Source: an optimization exercise on an open RTL-to-GDS flow (aim: small area and a short achievable clock period). Production flows keep margins and buffers that such runs may drop. RTL that was checked went through simulation tests only; none was proved equivalent to the original. Power is estimated from default activity; no workload was simulated.

==> exp/zinc: inputs <==
==> flow/design.v (excerpt) <==
module deflate_stored_top (
	input  logic                        clk,
	input  logic                        rst_n,
	input  logic                        word_valid,
	input  logic [32-1:0]  word,           
	output logic                        out_valid,
	output logic [32-1:0]  out_word,
	output logic                        out_last,
	output logic [3-1:0] out_bytes,
	output logic                        done,
	output logic                        protocol_error
);
Settings: LEC_CHECK=0, CAP_MARGIN=20, CORE_MARGIN=2, CORE_UTILIZATION=40, CTS_BUF_LIST=sky130_fd_sc_hd__clkbuf_8 sky130_fd_sc_hd__clkbuf_16, CTS_CLUSTER_DIAMETER=70, CTS_CLUSTER_SIZE=20, SETUP_SLACK_MARGIN=3.5, SLEW_MARGIN=20, TNS_END_PERCENT=10; clock period 6.0 ns.
standard.sh (not shown) runs the stock make flow with config.mk's settings and CLKGATE_MAP_FILE= SYNTH_SCRIPT=/design/flow/synth_recipe.tcl, a recipe that flattens the netlist after the stock synthesis.
==> flow/flow/run.sh <==
#!/bin/bash
# The standard layout, with the port buffers made of plain buffers instead of the
# slow delay buffers buffer_ports picks by default. Every port still gets its buffer.
set -euo pipefail
export BUFFER_PORTS_ARGS="-buffer_cell sky130_fd_sc_hd__buf_2"
bash standard.sh > standard.log 2>&1
==> inputs of exp/amber, as changes to exp/zinc <==
--- a/flow/design.v
+++ b/flow/design.v
@@ -11,15 +11,14 @@
 	input  logic        rst_n,
 	input  logic        word_valid,
 	input  logic [31:0] word,
 	output logic        a_hdr,           
 	output logic        a_dat,           
 	output logic [1:0]  a_ra,            
 	output logic [3:0]  a_sel,           
-	output logic        a_crcv,          
 	output logic        a_trl,           
 	output logic [31:0] a_word,          
 	output logic        a_bf,            
 	output logic [1:0]  ra,              
 	output logic        protocol_error
 );
 	logic        in_data_q;      
@@ -48,46 +47,45 @@
 	always_ff @(posedge clk or negedge rst_n) begin
 		if (!rst_n) begin
 			in_data_q      <= 1'b0;
 			ended_q        <= 1'b0;
 			a_hdr          <= 1'b0;
 			a_dat          <= 1'b0;
 			a_trl          <= 1'b0;
-			a_ra           <= '0;
+			a_sel          <= '0;
 			protocol_error <= 1'b0;
 		end else begin
 			a_hdr <= accept & ~in_data_q;
 			a_dat <= accept & in_data_q;
 			a_trl <= accept & block_end & is_final;
-			a_ra  <= ra & {2{accept & in_data_q}};
+			for (int r = 0; r < 4; r++)
+				a_sel[r] <= accept & in_data_q & ra_oh[r];
 			if (word_valid & ~accept)
 				protocol_error <= 1'b1;
 			if (accept) begin
 				in_data_q <= ~block_end;
 				ended_q   <= block_end & is_final;
 			end
 		end
 	end
 	always_ff @(posedge clk) begin
-		for (int r = 0; r < 4; r++)
-			a_sel[r] <= accept & in_data_q & ra_oh[r];
-		a_crcv <= accept & in_data_q;
 		a_word <= word_up;
 		a_bf   <= word[24];
 		if (accept) begin
 			if (in_data_q) begin
 				bytes_left[15:2] <= bytes_left[15:2] - 14'd1;
 				last_q           <= (bytes_left[15:4] == '0) & ~(bytes_left[3] & (bytes_left[2:0] != 3'b000));
 			end else begin
 				bytes_left <= word[15:0];
 				final_q    <= word[24];
 				last_q     <= (word[15:3] == '0) & ~(word[2] & (word[1:0] != 2'b00));
 			end
 		end
 	end
+	assign a_ra = {a_sel[2] | a_sel[3], a_sel[1] | a_sel[3]};
 endmodule
 `timescale 1ns/1ps
 module crc32_engine (
 	input  logic        clk,
 	input  logic        rst_n,
 	input  logic        crc_valid,
 	input  logic [3:0]  crc_sel,         
@@ -212,39 +210,40 @@
 	assign c_next[25] = (s[40] ^ (s[57] ^ ((t_in[20] ^ s[27]) ^ s[15]))) ^ r_lo[25];
 	assign c_next[26] = (s[40] ^ (s[37] ^ ((s[19] ^ s[6]) ^ (t_in[24] ^ s[0])))) ^ r_lo[26];
 	assign c_next[27] = (s[42] ^ (((t_in[31] ^ s[8]) ^ s[16]) ^ s[38])) ^ r_lo[27];
 	assign c_next[28] = (s[41] ^ (s[55] ^ (((t_in[21] ^ t_in[6]) ^ s[6]) ^ s[23]))) ^ r_lo[28];
 	assign c_next[29] = (s[34] ^ (s[57] ^ (s[23] ^ s[30]))) ^ r_lo[29];
 	assign c_next[30] = (((s[11] ^ s[62]) ^ (t_in[3] ^ (t_in[20] ^ t_in[22]))) ^ (s[30] ^ s[50])) ^ r_lo[30];
 	assign c_next[31] = ((((t_in[19] ^ t_in[1]) ^ s[0]) ^ (s[2] ^ s[8])) ^ s[34]) ^ r_lo[31];
-	always_ff @(posedge clk)
-		inv_q <= ~c_next;
+	always_ff @(posedge clk or negedge rst_n) begin
+		if (!rst_n)
+			inv_q <= '0;
+		else
+			inv_q <= ~c_next;
+	end
 	assign crc_out = inv_q;
 endmodule
 `timescale 1ns/1ps
 module stored_sequencer (
 	input  logic        clk,
 	input  logic        rst_n,
 	input  logic        a_hdr,
 	input  logic        a_dat,
 	input  logic [1:0]  a_ra,
 	input  logic [3:0]  a_sel,
-	input  logic        a_crcv,
 	input  logic [1:0]  ra_next,         
 	input  logic        a_trl,
 	input  logic [31:0] a_word,
 	input  logic        a_bf,
 	output logic [2:0]  b_n,             
 	output logic        b_last,          
 	output logic        b_bf,            
 	output logic [31:0] b_lanes          
 );
 	logic        st_crc_q;               
-	logic        hdr_seen_q;             
-	logic        crc_init;
 	logic        st_isize_q;             
 	logic [1:0]  pos_q;                  
 	logic [15:0] isize_lo_q;             
 	logic        isize_c_q;
 	logic [15:0] isize_hi_q;
 	logic [15:0] isize_hi_next;
 	logic [31:0] crc_value;
@@ -253,22 +252,21 @@
 	logic [16:0] lo_sum;
 	logic [1:0]  rot_next;
 	logic [1:0]  pos_next;
 	logic [3:0]  rot_q;                  
 	crc32_engine crc32_engine_i (
 		.clk       (clk),
 		.rst_n     (rst_n),
-		.crc_valid (a_crcv),
+		.crc_valid (a_dat),
 		.crc_data  (a_word),
 		.crc_sel   (a_sel),
-		.load      (st_crc_q | crc_init),         
-		.load_value({isize_hi_next, isize_lo_q}),    
+		.load      (st_crc_q),                    
+		.load_value({isize_hi_next, isize_lo_q}),
 		.crc_out   (crc_value)
 	);
- 	assign crc_init = a_hdr & ~hdr_seen_q;   
 	assign g = (st_crc_q | st_isize_q) ? crc_value : a_word;
 	always_comb begin
 		if (a_hdr)
 			n_c = 3'd5;
 		else if (a_dat)
 			n_c = {a_ra == 2'd0, 2'd0 - a_ra};
 		else if (st_crc_q | st_isize_q)
@@ -278,34 +276,33 @@
 	end
 	always_comb begin
 		logic [1:0] p;
 		p        = {pos_q[1] ^ (pos_q[0] & a_hdr), pos_q[0] ^ a_hdr};    
 		pos_next = {p[1] ^ a_ra[1] ^ (~p[0] & a_ra[0]), p[0] ^ a_ra[0]};
 		rot_next = {pos_next[1] ^ ra_next[1] ^ (~pos_next[0] & ra_next[0]), pos_next[0] ^ ra_next[0]};
 	end
-	assign lo_sum        = {1'b0, isize_lo_q} + {1'b0, a_word[23:8] & {16{a_hdr}}};    
+	assign lo_sum        = {1'b0, isize_lo_q} + {1'b0, a_word[23:8]};    
 	assign isize_hi_next = isize_hi_q + {15'b0, isize_c_q};
 	always_ff @(posedge clk or negedge rst_n) begin
 		if (!rst_n) begin
 			st_crc_q   <= 1'b0;
-			hdr_seen_q <= 1'b0;
 			st_isize_q <= 1'b0;
 			pos_q      <= '0;
 			isize_lo_q <= '0;
 			isize_c_q  <= 1'b0;
 			isize_hi_q <= '0;
 			b_n        <= '0;
 			b_last     <= 1'b0;
 		end else begin
 			st_crc_q   <= a_trl;
-			hdr_seen_q <= hdr_seen_q | a_hdr;
 			st_isize_q <= st_crc_q;
 			pos_q      <= pos_next;
-			isize_lo_q <= lo_sum[15:0];
-			isize_c_q  <= lo_sum[16];
+			if (a_hdr)
+				isize_lo_q <= lo_sum[15:0];
+			isize_c_q  <= a_hdr & lo_sum[16];
 			isize_hi_q <= isize_hi_next;
 			b_n        <= n_c;
 			b_last     <= st_isize_q;
 		end
 	end
 	always_ff @(posedge clk) begin
 		b_bf    <= a_bf;
@@ -399,15 +396,14 @@
 	output logic [3-1:0] out_bytes,
 	output logic                        done,
 	output logic                        protocol_error
 );
 	logic        a_hdr, a_dat, a_trl;   
 	logic [1:0]  a_ra;
 	logic [3:0]  a_sel;
-	logic        a_crcv;
 	logic [1:0]  ra_next;
 	logic [31:0] a_word;
 	logic        a_bf;
 	logic [2:0]  b_n;                   
 	logic        b_last, b_bf;
 	logic [31:0] b_lanes;
 	block_decoder block_decoder_i (
@@ -415,29 +411,27 @@
 		.rst_n          (rst_n),
 		.word_valid     (word_valid),
 		.word           (word),
 		.a_hdr          (a_hdr),
 		.a_dat          (a_dat),
 		.a_ra            (a_ra),
 		.a_sel           (a_sel),
-		.a_crcv          (a_crcv),
 		.ra              (ra_next),
 		.a_trl          (a_trl),
 		.a_word         (a_word),
 		.a_bf           (a_bf),
 		.protocol_error (protocol_error)
 	);
 	stored_sequencer stored_sequencer_i (
 		.clk     (clk),
 		.rst_n   (rst_n),
 		.a_hdr   (a_hdr),
 		.a_dat   (a_dat),
 		.a_ra     (a_ra),
 		.a_sel    (a_sel),
-		.a_crcv   (a_crcv),
 		.ra_next  (ra_next),
 		.a_trl   (a_trl),
 		.a_word  (a_word),
 		.a_bf    (a_bf),
 		.b_n     (b_n),
 		.b_last  (b_last),
 		.b_bf    (b_bf),
==> flow/run.sh (new file) <==
#!/bin/bash
# synth_recipe.tcl (not shown) runs the flow's synth.tcl, then flattens the netlist and writes it again
# the make line also repeats each setting of config.mk as NAME=value (left out here)
make -C /OpenROAD-flow-scripts/flow DESIGN_CONFIG=/design/flow/config.mk WORK_HOME=/design/flow/orfs CLKGATE_MAP_FILE= SYNTH_SCRIPT=/design/flow/synth_recipe.tcl finish
Settings changed: CTS_BUF_LIST sky130_fd_sc_hd__clkbuf_8 sky130_fd_sc_hd__clkbuf_16 to sky130_fd_sc_hd__clkbuf_4, CTS_CLUSTER_DIAMETER 70 to unset, CTS_CLUSTER_SIZE 20 to unset, TNS_END_PERCENT 10 to 5.
removed: flow/flow/run.sh
removed: flow/standard.sh
==> inputs of exp/delta, as changes to exp/zinc <==
Settings changed: CAP_MARGIN 20 to 5, CTS_BUF_LIST sky130_fd_sc_hd__clkbuf_8 sky130_fd_sc_hd__clkbuf_16 to unset, CTS_CLUSTER_DIAMETER 70 to 80, CTS_CLUSTER_SIZE 20 to 24, SLEW_MARGIN 20 to 5.
==> inputs of exp/indigo, as changes to exp/zinc <==
--- a/flow/design.v
+++ b/flow/design.v
@@ -11,18 +11,16 @@
 	input  logic        rst_n,
 	input  logic        word_valid,
 	input  logic [31:0] word,
 	output logic        a_hdr,           
 	output logic        a_dat,           
 	output logic [1:0]  a_ra,            
 	output logic [3:0]  a_sel,           
-	output logic        a_crcv,          
 	output logic        a_trl,           
 	output logic [31:0] a_word,          
-	output logic        a_bf,            
 	output logic [1:0]  ra,              
 	output logic        protocol_error
 );
 	logic        in_data_q;      
 	logic        ended_q;        
 	logic        final_q;        
 	logic [15:0] bytes_left;     
@@ -35,81 +33,76 @@
 	assign accept    = word_valid & ~a_hdr & ~ended_q;    
 	assign block_end = in_data_q ? last_q : (word[15:0] == '0);
 	assign is_final  = in_data_q ? final_q : word[24];
 	assign ra = {bytes_left[1] ^ bytes_left[0], bytes_left[0]} & {2{in_data_q & last_q}};   
 	always_comb begin
 		for (int r = 0; r < 4; r++)
 			ra_oh[r] = (ra == 2'(r));
-		word_up = ({32{ra_oh[0] & in_data_q}} & word)
+		word_up = ({32{ra_oh[0]}} & word)
 		        | ({32{ra_oh[1]}} & {word[23:0], 8'b0})
 		        | ({32{ra_oh[2]}} & {word[15:0], 16'b0})
-		        | ({32{ra_oh[3]}} & {word[7:0],  24'b0})
-		        | ({32{~in_data_q}} & {~word[7:0], word[15:0], ~word[15:8]});
+		        | ({32{ra_oh[3]}} & {word[7:0],  24'b0});
 	end
 	always_ff @(posedge clk or negedge rst_n) begin
 		if (!rst_n) begin
 			in_data_q      <= 1'b0;
 			ended_q        <= 1'b0;
 			a_hdr          <= 1'b0;
 			a_dat          <= 1'b0;
 			a_trl          <= 1'b0;
-			a_ra           <= '0;
+			a_sel          <= '0;
 			protocol_error <= 1'b0;
 		end else begin
 			a_hdr <= accept & ~in_data_q;
 			a_dat <= accept & in_data_q;
 			a_trl <= accept & block_end & is_final;
-			a_ra  <= ra & {2{accept & in_data_q}};
+			for (int r = 0; r < 4; r++)
+				a_sel[r] <= accept & in_data_q & ra_oh[r];
 			if (word_valid & ~accept)
 				protocol_error <= 1'b1;
 			if (accept) begin
 				in_data_q <= ~block_end;
 				ended_q   <= block_end & is_final;
 			end
 		end
 	end
 	always_ff @(posedge clk) begin
-		for (int r = 0; r < 4; r++)
-			a_sel[r] <= accept & in_data_q & ra_oh[r];
-		a_crcv <= accept & in_data_q;
 		a_word <= word_up;
-		a_bf   <= word[24];
 		if (accept) begin
 			if (in_data_q) begin
 				bytes_left[15:2] <= bytes_left[15:2] - 14'd1;
 				last_q           <= (bytes_left[15:4] == '0) & ~(bytes_left[3] & (bytes_left[2:0] != 3'b000));
 			end else begin
 				bytes_left <= word[15:0];
 				final_q    <= word[24];
 				last_q     <= (word[15:3] == '0) & ~(word[2] & (word[1:0] != 2'b00));
 			end
 		end
 	end
+	assign a_ra = {a_sel[2] | a_sel[3], a_sel[1] | a_sel[3]};
 endmodule
 `timescale 1ns/1ps
 module crc32_engine (
 	input  logic        clk,
 	input  logic        rst_n,
 	input  logic        crc_valid,
 	input  logic [3:0]  crc_sel,         
 	input  logic [31:0] crc_data,        
-	input  logic        load,            
-	input  logic [31:0] load_value,
 	output logic [31:0] crc_out
 );
 	logic [31:0] inv_q;          
 	logic [31:0] c;
 	logic [31:0] t_in;           
 	logic [31:0] r_lo;           
 	logic [31:0] c_next;
 	assign c = ~inv_q;
 	always_comb begin
 		for (int p = 0; p < 4; p++) begin
 			t_in[p*8 +: 8] = '0;
-			r_lo[p*8 +: 8] = (c[p*8 +: 8] & {8{~crc_valid & ~load}}) | (~load_value[p*8 +: 8] & {8{load}});
+			r_lo[p*8 +: 8] = c[p*8 +: 8] & {8{~crc_valid}};
 			for (int r = 0; r < 4; r++) begin
 				if (p >= r)
 					t_in[p*8 +: 8] = t_in[p*8 +: 8] | (c[(p-r)*8 +: 8] & {8{crc_sel[r]}});
 				else
 					r_lo[p*8 +: 8] = r_lo[p*8 +: 8] | (c[(p-r+4)*8 +: 8] & {8{crc_sel[r]}});
 			end
 			t_in[p*8 +: 8] = t_in[p*8 +: 8] ^ (crc_data[p*8 +: 8] & {8{crc_valid}});
@@ -212,107 +205,109 @@
 	assign c_next[25] = (s[40] ^ (s[57] ^ ((t_in[20] ^ s[27]) ^ s[15]))) ^ r_lo[25];
 	assign c_next[26] = (s[40] ^ (s[37] ^ ((s[19] ^ s[6]) ^ (t_in[24] ^ s[0])))) ^ r_lo[26];
 	assign c_next[27] = (s[42] ^ (((t_in[31] ^ s[8]) ^ s[16]) ^ s[38])) ^ r_lo[27];
 	assign c_next[28] = (s[41] ^ (s[55] ^ (((t_in[21] ^ t_in[6]) ^ s[6]) ^ s[23]))) ^ r_lo[28];
 	assign c_next[29] = (s[34] ^ (s[57] ^ (s[23] ^ s[30]))) ^ r_lo[29];
 	assign c_next[30] = (((s[11] ^ s[62]) ^ (t_in[3] ^ (t_in[20] ^ t_in[22]))) ^ (s[30] ^ s[50])) ^ r_lo[30];
 	assign c_next[31] = ((((t_in[19] ^ t_in[1]) ^ s[0]) ^ (s[2] ^ s[8])) ^ s[34]) ^ r_lo[31];
-	always_ff @(posedge clk)
-		inv_q <= ~c_next;
+	always_ff @(posedge clk or negedge rst_n) begin
+		if (!rst_n)
+			inv_q <= '0;
+		else
+			inv_q <= ~c_next;
+	end
 	assign crc_out = inv_q;
 endmodule
 `timescale 1ns/1ps
 module stored_sequencer (
 	input  logic        clk,
 	input  logic        rst_n,
 	input  logic        a_hdr,
 	input  logic        a_dat,
 	input  logic [1:0]  a_ra,
 	input  logic [3:0]  a_sel,
-	input  logic        a_crcv,
 	input  logic [1:0]  ra_next,         
 	input  logic        a_trl,
 	input  logic [31:0] a_word,
-	input  logic        a_bf,
 	output logic [2:0]  b_n,             
 	output logic        b_last,          
 	output logic        b_bf,            
 	output logic [31:0] b_lanes          
 );
 	logic        st_crc_q;               
-	logic        hdr_seen_q;             
-	logic        crc_init;
 	logic        st_isize_q;             
 	logic [1:0]  pos_q;                  
 	logic [15:0] isize_lo_q;             
 	logic        isize_c_q;
 	logic [15:0] isize_hi_q;
-	logic [15:0] isize_hi_next;
 	logic [31:0] crc_value;
 	logic [31:0] g;                      
 	logic [2:0]  n_c;
 	logic [16:0] lo_sum;
 	logic [1:0]  rot_next;
-	logic [1:0]  pos_next;
 	logic [3:0]  rot_q;                  
 	crc32_engine crc32_engine_i (
 		.clk       (clk),
 		.rst_n     (rst_n),
-		.crc_valid (a_crcv),
+		.crc_valid (a_dat),
 		.crc_data  (a_word),
 		.crc_sel   (a_sel),
-		.load      (st_crc_q | crc_init),         
-		.load_value({isize_hi_next, isize_lo_q}),    
 		.crc_out   (crc_value)
 	);
- 	assign crc_init = a_hdr & ~hdr_seen_q;   
-	assign g = (st_crc_q | st_isize_q) ? crc_value : a_word;
+	always_comb begin
+		if (a_hdr)
+			g = {~a_word[7:0], a_word[15:8], a_word[7:0], ~a_word[15:8]};
+		else if (a_dat)
+			g = a_word;
+		else if (st_crc_q)
+			g = crc_value;
+		else
+			g = {isize_hi_q, isize_lo_q};
+	end
 	always_comb begin
 		if (a_hdr)
 			n_c = 3'd5;
 		else if (a_dat)
 			n_c = {a_ra == 2'd0, 2'd0 - a_ra};
 		else if (st_crc_q | st_isize_q)
 			n_c = 3'd4;
 		else
 			n_c = 3'd0;
 	end
 	always_comb begin
-		logic [1:0] p;
-		p        = {pos_q[1] ^ (pos_q[0] & a_hdr), pos_q[0] ^ a_hdr};    
-		pos_next = {p[1] ^ a_ra[1] ^ (~p[0] & a_ra[0]), p[0] ^ a_ra[0]};
-		rot_next = {pos_next[1] ^ ra_next[1] ^ (~pos_next[0] & ra_next[0]), pos_next[0] ^ ra_next[0]};
+		logic [1:0] p, m;
+		p = {pos_q[1] ^ (pos_q[0] & a_hdr), pos_q[0] ^ a_hdr};
+		m = {a_ra[1] ^ ra_next[1] ^ (a_ra[0] & ra_next[0]), a_ra[0] ^ ra_next[0]};
+		rot_next = {p[1] ^ m[1] ^ (~p[0] & m[0]), p[0] ^ m[0]};
 	end
-	assign lo_sum        = {1'b0, isize_lo_q} + {1'b0, a_word[23:8] & {16{a_hdr}}};    
-	assign isize_hi_next = isize_hi_q + {15'b0, isize_c_q};
+	assign lo_sum = {1'b0, isize_lo_q} + {1'b0, a_word[15:0]};
 	always_ff @(posedge clk or negedge rst_n) begin
 		if (!rst_n) begin
 			st_crc_q   <= 1'b0;
-			hdr_seen_q <= 1'b0;
 			st_isize_q <= 1'b0;
 			pos_q      <= '0;
 			isize_lo_q <= '0;
 			isize_c_q  <= 1'b0;
 			isize_hi_q <= '0;
 			b_n        <= '0;
 			b_last     <= 1'b0;
 		end else begin
 			st_crc_q   <= a_trl;
-			hdr_seen_q <= hdr_seen_q | a_hdr;
 			st_isize_q <= st_crc_q;
-			pos_q      <= pos_next;
-			isize_lo_q <= lo_sum[15:0];
-			isize_c_q  <= lo_sum[16];
-			isize_hi_q <= isize_hi_next;
+			pos_q      <= {pos_q[1] ^ (pos_q[0] & a_hdr), pos_q[0] ^ a_hdr} - a_ra;   
+			if (a_hdr)
+				isize_lo_q <= lo_sum[15:0];
+			isize_c_q  <= a_hdr & lo_sum[16];
+			isize_hi_q <= isize_hi_q + {15'b0, isize_c_q};
 			b_n        <= n_c;
 			b_last     <= st_isize_q;
 		end
 	end
 	always_ff @(posedge clk) begin
-		b_bf    <= a_bf;
+		b_bf    <= a_word[24];
 		for (int r = 0; r < 4; r++)
 			rot_q[r] <= (rot_next == 2'(r));
 		b_lanes <= ({32{rot_q[0]}} & g)
 		         | ({32{rot_q[1]}} & {g[23:0], g[31:24]})
 		         | ({32{rot_q[2]}} & {g[15:0], g[31:16]})
 		         | ({32{rot_q[3]}} & {g[7:0],  g[31:8]});
 	end
@@ -399,49 +394,43 @@
 	output logic [3-1:0] out_bytes,
 	output logic                        done,
 	output logic                        protocol_error
 );
 	logic        a_hdr, a_dat, a_trl;   
 	logic [1:0]  a_ra;
 	logic [3:0]  a_sel;
-	logic        a_crcv;
 	logic [1:0]  ra_next;
 	logic [31:0] a_word;
-	logic        a_bf;
 	logic [2:0]  b_n;                   
 	logic        b_last, b_bf;
 	logic [31:0] b_lanes;
 	block_decoder block_decoder_i (
 		.clk            (clk),
 		.rst_n          (rst_n),
 		.word_valid     (word_valid),
 		.word           (word),
 		.a_hdr          (a_hdr),
 		.a_dat          (a_dat),
 		.a_ra            (a_ra),
 		.a_sel           (a_sel),
-		.a_crcv          (a_crcv),
 		.ra              (ra_next),
 		.a_trl          (a_trl),
 		.a_word         (a_word),
-		.a_bf           (a_bf),
 		.protocol_error (protocol_error)
 	);
 	stored_sequencer stored_sequencer_i (
 		.clk     (clk),
 		.rst_n   (rst_n),
 		.a_hdr   (a_hdr),
 		.a_dat   (a_dat),
 		.a_ra     (a_ra),
 		.a_sel    (a_sel),
-		.a_crcv   (a_crcv),
 		.ra_next  (ra_next),
 		.a_trl   (a_trl),
 		.a_word  (a_word),
-		.a_bf    (a_bf),
 		.b_n     (b_n),
 		.b_last  (b_last),
 		.b_bf    (b_bf),
 		.b_lanes (b_lanes)
 	);
 	bit_packer bit_packer_i (
 		.clk       (clk),
==> flow/run.sh (new file) <==
#!/bin/bash
# synth_recipe.tcl (not shown) runs the flow's synth.tcl, then flattens the netlist and writes it again
# the make line also repeats each setting of config.mk as NAME=value (left out here)
make -C /OpenROAD-flow-scripts/flow DESIGN_CONFIG=/design/flow/config.mk WORK_HOME=/design/flow/orfs CLKGATE_MAP_FILE= SYNTH_SCRIPT=/design/flow/synth_recipe.tcl finish
Settings changed: CTS_BUF_LIST sky130_fd_sc_hd__clkbuf_8 sky130_fd_sc_hd__clkbuf_16 to unset, CTS_CLUSTER_DIAMETER 70 to unset, CTS_CLUSTER_SIZE 20 to unset, TNS_END_PERCENT 10 to 5.
removed: flow/flow/run.sh
removed: flow/standard.sh
==> comparison table <==
                                                        exp/indigo    exp/zinc   exp/delta   exp/amber
Cell at the root of the clock tree                       clkbuf_16   clkbuf_16   clkbuf_16    clkbuf_4
Vias post-DR                                                11,700      11,100      11,000      11,700
Run status                                timing/DRC/antenna clean  timing/DRC/antenna clean  timing/DRC/antenna clean  timing/DRC/antenna clean
Number of signal-net buffers in the layout                     160         152         144         166
Placement Cell Area                                     0.0154 mm2  0.0144 mm2  0.0144 mm2  0.0153 mm2
Post-Synthesis Mean Instance Area                         9.75 um2    9.46 um2    9.46 um2    10.2 um2
Height of the chip                                          193 um      189 um      189 um      192 um
Post-CTS resize count                                          102          82          89         155
Worst-case hold slack                                     0.348 ns    0.338 ns    0.338 ns    0.341 ns
Share of layout cells above drive strength 1                 18.1%       20.9%       19.8%       23.3%
Post-route clock skew                                    0.0131 ns   0.0246 ns   0.0181 ns   0.0415 ns
Area share of fa/ha/maj cells after synthesis                2.73%       2.77%       2.77%       2.66%
Portion of total power attributed to the clock network       15.5%       12.3%       11.6%       13.1%
Largest stage delay, worst path                            0.53 ns     0.49 ns     0.51 ns     0.57 ns
Number of register bits inferred by synthesis                  245         250         250         246
Fraction of area in registers                                31.1%       33.6%       34.1%       31.4%
Post-detailed-route wirelength per cell                    22.5 um     21.5 um     21.4 um     23.0 um
Crit path setup slack, layout                              3.27 ns     3.38 ns     3.42 ns     3.25 ns
Global-route met3 utilization                                6.15%       2.98%       3.28%       6.02%
Power drawn by the sequential cells                        3.16 mW     3.40 mW     3.39 mW     3.33 mW
Wire length of the first global-routing pass             69,800 um   65,000 um   65,300 um   71,300 um
Internal portion of total power                            6.71 mW     5.98 mW     5.88 mW     6.66 mW
For exp/amber and exp/indigo, only the layout was checked, not whether the RTL still works.

-- afterwards: timing with drivers on the ports --
How much do the figures lean on ideal ports? The routed layouts below were timed once more, with nothing changed but the port constraints. Step 1 sets driving cells, clkbuf_16 on the clock port and buf_2 on the other inputs (assumed; they add their load-dependent delay and slew). Step 2 also shifts input and output timing later by t, the mid clock arrival at the registers, as if the neighbouring blocks saw the same clock. Slacks: ideal ports / drivers / drivers and shift; pairs: ideal ports / drivers.
run	shift t [ns]	setup WS [ns]	hold WS [ns]	pins driven straight from the clock port
exp/zinc	0.565	3.377 / 3.377 / 3.256	0.338 / 0.338 / 0.338	1
exp/amber	0.770	3.254 / 3.254 / 2.716	0.341 / 0.341 / 0.341	1
exp/delta	0.555	3.418 / 3.418 / 3.260	0.338 / 0.338 / 0.338	1
exp/indigo	0.603	3.266 / 3.266 / 2.812	0.348 / 0.348 / 0.348	1
After both steps every run listed still meets setup and hold. For exp/amber, which loses most, drivers alone change the setup slack by 0.000 ns; drivers and shift together by -0.538 ns.
